Source: an optimization exercise on an open RTL-to-GDS flow (aim: small area and a short achievable clock period). Production flows keep margins and buffers that such runs may drop.
In this exercise RTL edits were held to simulation tests only and were not proved equivalent to the original.
No activity file was given, so power comes from the tool's default toggle rates.

## matrix_mul
module matrix_mul
#(
  parameter int N  = matrix_mul_pkg::N,
  parameter int DW = matrix_mul_pkg::DW,
  parameter int OW = matrix_mul_pkg::OW
) (
  input  logic              clk,
  input  logic              rst_n,
  input  logic              in_valid,
  input  logic [N*N*DW-1:0] a_i,
  input  logic [N*N*DW-1:0] b_i,
  output logic              out_valid,
  output logic [N*N*OW-1:0] y_o
);
  localparam int MW = N * N * DW;
  localparam int RW = 10;   
  localparam int LAT = 3;
  logic [LAT-1:0] v_q;
  always_ff @(posedge clk or negedge rst_n) begin
    if (!rst_n) v_q <= '0;
    else        v_q <= {v_q[LAT-2:0], in_valid};
  end
  assign out_valid = v_q[LAT-1];
  logic [MW-1:0] a_q, b_q;
  assign a_q = a_i;
  assign b_q = b_i;
  for (genvar i = 0; i < N; i++) begin : g_row
    for (genvar j = 0; j < N; j++) begin : g_col
      logic [N*DW-1:0] col;
      logic [RW-1:0]   dot;
      logic [RW-1:0]   y_q;
      for (genvar k = 0; k < N; k++) begin : g_k
        assign col[k*DW +: DW] = b_q[(k*N+j)*DW +: DW];
      end
      matrix_mul_dot u_dot (.clk(clk), .row_i(a_q[i*N*DW +: N*DW]), .col_i(col), .dot_o(dot));
      always_ff @(posedge clk) y_q <= dot;
      assign y_o[(i*N+j)*OW +: OW] = {{(OW-RW){1'b0}}, y_q};
    end
  end
endmodule
==> flow/config.mk <==
export PLATFORM = sky130hd
export DESIGN_NAME = matrix_mul
export DESIGN_NICKNAME = matrix_mul
export VERILOG_FILES = /design/flow/design.v
export SDC_FILE = /design/flow/constraint.sdc
export NUM_CORES = 4
export LEC_CHECK = 0
export CAP_MARGIN = 20
export CORE_MARGIN = 2
export CORE_UTILIZATION = 72
export CTS_CLUSTER_DIAMETER = 100
export CTS_CLUSTER_SIZE = 24
export SETUP_SLACK_MARGIN = 3.25
export SLEW_MARGIN = 20
export SYNTH_HIERARCHICAL = 1
export SYNTH_MINIMUM_KEEP_SIZE = 0
==> flow/constraint.sdc <==
create_clock -name core_clock -period 5.5 [get_ports {clk}]
set_input_delay 1.1000 -clock core_clock [delete_from_list [all_inputs] [get_ports {clk}]]
set_output_delay 1.1000 -clock core_clock [all_outputs]
set_load 0.01 [all_outputs]
standard.sh (not shown) runs the stock make flow with config.mk's settings and CLKGATE_MAP_FILE= SYNTH_SCRIPT=/design/flow/synth_recipe.tcl, a recipe that flattens the netlist after the stock synthesis.
==> flow/flow/run.sh <==
#!/bin/bash
# The standard layout (standard.sh), with the port buffers chosen here instead
# of buffer_ports' default cell (a slow delay buffer): buf_2 on the outputs, placed
# with the rest at global placement, and buf_4 on the inputs (each drives 16
# gates), added right after global placement so that the timing-driven placer's
# remove_buffers does not take them out again.
# Each tool's full output goes to standard.log in this folder.
export BUFFER_PORTS_ARGS="-outputs -buffer_cell sky130_fd_sc_hd__buf_2"
export POST_GLOBAL_PLACE_TCL=$PWD/flow/inbuf.tcl
bash standard.sh > standard.log 2>&1
==> flow/flow/inbuf.tcl <==
# Buffer every input port (the standard flow buffers them at global placement,
# where this flow buffers only the outputs, with a smaller cell).
buffer_ports -inputs -buffer_cell sky130_fd_sc_hd__buf_4
Edit:
==> flow/flow/run.sh (replaced) <==
#!/bin/bash
# The standard layout (standard.sh), except that the port buffers that
# buffer_ports inserts are buf_4 instead of the default cell (a slow delay buffer).
# Each tool's full output goes to standard.log in this folder.
export BUFFER_PORTS_ARGS="-buffer_cell sky130_fd_sc_hd__buf_4"
bash standard.sh > standard.log 2>&1
Settings changed: CORE_UTILIZATION 72 to 68.
removed: flow/flow/inbuf.tcl
Effect:
- routed wire length rises by 8.4%
- non-clock buffer count does not change
- clock-buffer cell count stays the same
- via count is higher by 0.60%
- final area is higher by 1.0%
Edit:
==> flow/flow/run.sh (replaced) <==
#!/bin/bash
# The standard layout (standard.sh), with the port buffers chosen here instead
# of buffer_ports' default cell (a slow delay buffer): buf_2 on the outputs, placed
# with the rest at global placement, and buf_4 on the inputs (each drives 16
# gates), added right after global placement so that the timing-driven placer's
# remove_buffers does not take them out again.
# Each tool's full output goes to standard.log in this folder.
export BUFFER_PORTS_ARGS="-outputs -buffer_cell sky130_fd_sc_hd__buf_2"
export POST_GLOBAL_PLACE_TCL=$PWD/flow/inbuf.tcl
bash standard.sh > standard.log 2>&1
==> flow/flow/inbuf.tcl (new file) <==
# Buffer every input port (the standard flow buffers them at global placement,
# where this flow buffers only the outputs, with a smaller cell).
buffer_ports -inputs -buffer_cell sky130_fd_sc_hd__buf_4
Cell count stays flat; die area does not change; core utilization shrinks by 0.64 points.
Edit:
Settings changed: CORE_UTILIZATION 68 to 62.
Effect: Cell count rose by 2.0%. Total power drops by 1.3%. Via count decreases by 2.6%. Wire length fell by 1.8%. Worst setup slack gains 0.0050 ns. Non-clock buffer count stays the same. Register-to-register slack improved by 0.09 ns. Combinational power fell by 4.0%.

-- re-timing with driven ports --
Ports are ideal in the flow. The routed layouts listed here were re-timed in OpenROAD.
Step 1 sets driving cells, clkbuf_16 on the clock port and buf_2 on the other inputs (assumed; they add their load-dependent delay and slew).
Step 2 times the ports against the registers' clock, not the clock port: input delays grow and output delays shrink by t, the midpoint of the rising clock arrivals with the driver on.
a / b / c = ideal ports / drivers / drivers and shift; a / b = the first two.
| run | t (ns) | setup slack, ns | worst slew at a driven data input, ns |
|---|---|---|---|
| the first run | 0.680 | 3.273 / 3.211 / 2.731 | 0.05 |
| the second run | 0.665 | 3.280 / 3.216 / 2.672 | 0.14 |
| the third run | 0.678 | 3.273 / 3.209 / 2.662 | 0.05 |
| the fourth run | 0.677 | 3.278 / 3.225 / 2.632 | 0.05 |
After both steps every run listed still meets setup and hold. The setup slack of the fourth run, which loses most, moves by -0.053 ns with the drivers and by -0.646 ns with both steps.
